What follows belongs to an exercise in optimizing a design on an open flow for small area; a production flow would make more cautious choices.
Function was checked by simulation only, so behaviour that the tests miss may differ from the original.
No activity file was given, so power comes from the tool's default toggle rates.

// regfile_2r1w_param
module regfile_2r1w_param #(
    parameter int DATA_W   = 32,
    parameter int ADDR_W   = 5,
    parameter int DEPTH    = 32,
    parameter int ZERO_REG = 1
) (
    input  logic              clk,
    input  logic              reset,
    input  logic              we,
    input  logic [ADDR_W-1:0] waddr,
    input  logic [DATA_W-1:0] wdata,
    input  logic              re1,
    input  logic [ADDR_W-1:0] raddr1,
    output logic [DATA_W-1:0] rdata1,
    output logic              rvalid1,
    input  logic              re2,
    input  logic [ADDR_W-1:0] raddr2,
    output logic [DATA_W-1:0] rdata2,
    output logic              rvalid2,
    input  logic              clr_req,
    output logic              busy
);
Size in the first run: about 120 I/O pins.
clock: 5.0 ns
lec_check: 0
cap_margin: 20
core_margin: 2
core_utilization: 60
place_density: 0.7
slew_margin: 20
synth_hierarchical: 1
synth_minimum_keep_size: 0
standard.sh (not shown) runs the stock make flow with config.mk's settings and CLKGATE_MAP_FILE= SYNTH_SCRIPT=/design/flow/synth_recipe.tcl, a recipe that flattens the netlist after the stock synthesis.
==> flow/flow/run.sh <==
#!/bin/bash
# The standard layout (standard.sh, unchanged synthesis), with two settings of its own:
# - port buffers are the smallest buffer, sky130_fd_sc_hd__buf_1 (repair_design still
#   sizes and buffers the nets behind them as needed);
# - clock tree: larger sink clusters on clkbuf_16 and no dummy loads.
# make's full output goes to flow_make.log here; ORFS keeps each step's log under orfs/logs.
set -euo pipefail
export BUFFER_PORTS_ARGS="-buffer_cell sky130_fd_sc_hd__buf_1"
export CTS_ARGS="-sink_clustering_enable -repair_clock_nets -buf_list sky130_fd_sc_hd__clkbuf_16 -sink_clustering_size 30 -sink_clustering_max_diameter 80 -dont_use_dummy_load"
bash standard.sh finish > flow_make.log 2>&1
Next try:
==> flow/run.sh (new file) <==
#!/bin/bash
# synth_recipe.tcl (not shown) runs the flow's synth.tcl, then flattens the netlist and writes it again
# the make line also repeats each setting of config.mk as NAME=value (left out here)
make -C /OpenROAD-flow-scripts/flow DESIGN_CONFIG=/design/flow/config.mk WORK_HOME=/design/flow/orfs CLKGATE_MAP_FILE= SYNTH_SCRIPT=/design/flow/synth_recipe.tcl finish
Settings changed: CORE_UTILIZATION 60 to 25, PLACE_DENSITY 0.7 to 0.4.
removed: flow/flow/run.sh
removed: flow/standard.sh
What happened:
- The changed run finished with timing, DRC and antenna clean
- power is higher by 29%
- fmax rises by 5.8%
- critical path depth goes up by 3
- sequential share of layout area fell by 7.0 points

* * *

regfile_2r1w_param, a different RTL version from the one above (not shown whole).
For scale: about 2300 cells after synthesis, about 1100 flip-flops.
==> flow/config.mk <==
export PLATFORM = sky130hd
export DESIGN_NAME = regfile_2r1w_param
export DESIGN_NICKNAME = regfile_2r1w_param
export VERILOG_FILES = /design/flow/design.v
export SDC_FILE = /design/flow/constraint.sdc
export NUM_CORES = 4
export LEC_CHECK = 0
export CAP_MARGIN = 20
export CORE_MARGIN = 2
export CORE_UTILIZATION = 45
export PLACE_DENSITY = 0.6
export SLEW_MARGIN = 20
export SYNTH_HIERARCHICAL = 1
export SYNTH_MINIMUM_KEEP_SIZE = 0
==> flow/constraint.sdc <==
create_clock -name core_clock -period 5.0 [get_ports {clk}]
set_input_delay 1.0000 -clock core_clock [delete_from_list [all_inputs] [get_ports {clk}]]
set_output_delay 1.0000 -clock core_clock [all_outputs]
set_load 0.01 [all_outputs]
==> flow/flow/run.sh <==
#!/bin/bash
# The standard layout (standard.sh, unchanged synthesis), with two settings of its own:
# - port buffers are the smallest buffer, sky130_fd_sc_hd__buf_1 (repair_design still
#   sizes and buffers the nets behind them as needed);
# - clock tree: larger sink clusters on clkbuf_16 and no dummy loads.
# make's full output goes to flow_make.log here; ORFS keeps each step's log under orfs/logs.
set -euo pipefail
export BUFFER_PORTS_ARGS="-buffer_cell sky130_fd_sc_hd__buf_1"
export CTS_ARGS="-sink_clustering_enable -repair_clock_nets -buf_list sky130_fd_sc_hd__clkbuf_16 -sink_clustering_size 30 -sink_clustering_max_diameter 80 -dont_use_dummy_load"
bash standard.sh finish > flow_make.log 2>&1
The starting point passed the timing, DRC and antenna checks.
Then changed:
==> flow/flow/run.sh (replaced) <==
#!/bin/bash
# The standard layout (standard.sh, unchanged synthesis), with two settings of its own:
# - port buffers are the smallest buffer, sky130_fd_sc_hd__buf_1 (repair_design still
#   sizes and buffers the nets behind them as needed);
# - clock tree: sink clusters of up to 25 (70 um) on clkbuf_16 and no dummy loads.
# make's full output goes to flow_make.log here; ORFS keeps each step's log under orfs/logs.
set -euo pipefail
export BUFFER_PORTS_ARGS="-buffer_cell sky130_fd_sc_hd__buf_1"
export CTS_ARGS="-sink_clustering_enable -repair_clock_nets -buf_list sky130_fd_sc_hd__clkbuf_16 -sink_clustering_size 25 -sink_clustering_max_diameter 70 -dont_use_dummy_load"
bash standard.sh finish > flow_make.log 2>&1
CORE_UTILIZATION = 60   (was 45)
PLACE_DENSITY = 0.7   (was 0.6)
Maximum frequency went up by about 0.9%.
Synthesized area does not change.
Combinational power drops by about 1%.
Flip-flop and latch count is unchanged.

## afterwards: timing with drivers on the ports
Ports are ideal in the flow. The routed layouts listed here were re-timed in OpenROAD.
Step 1: set_driving_cell puts a clkbuf_16 on clk and a buf_2 on each other input, an assumption about the parent block.
Step 2 adds t to the input delays and takes it off the output delays; t is the mean of the earliest and latest rising clock arrival at the registers after step 1. Input paths then give back, and output paths get back, about the clock's delay inside the block.
a / b / c = ideal / step 1 / step 2; a / b = the first two.
| run | t, ns | setup WS [ns] | hold WS [ns] | clock arrival spread, ns |
|---|---|---|---|---|
| the first run of note 1 | 0.697 | 0.782 / 0.782 / 0.322 | 0.387 / 0.342 / 0.491 | 0.069 / 0.069 |
| the second run of note 1 | 0.811 | 1.014 / 1.058 / 0.247 | 0.342 / 0.322 / 0.508 | 0.036 / 0.036 |
| the first run of note 2 | 0.697 | 0.814 / 0.857 / 0.161 | 0.468 / 0.430 / 0.500 | 0.053 / 0.053 |
| the second run of note 2 | 0.705 | 0.851 / 0.894 / 0.190 | 0.326 / 0.289 / 0.477 | 0.047 / 0.047 |
After both steps every run listed still meets setup and hold. The setup slack of the second run of note 1, which loses most, moves by +0.044 ns with the drivers and by -0.767 ns with both steps.
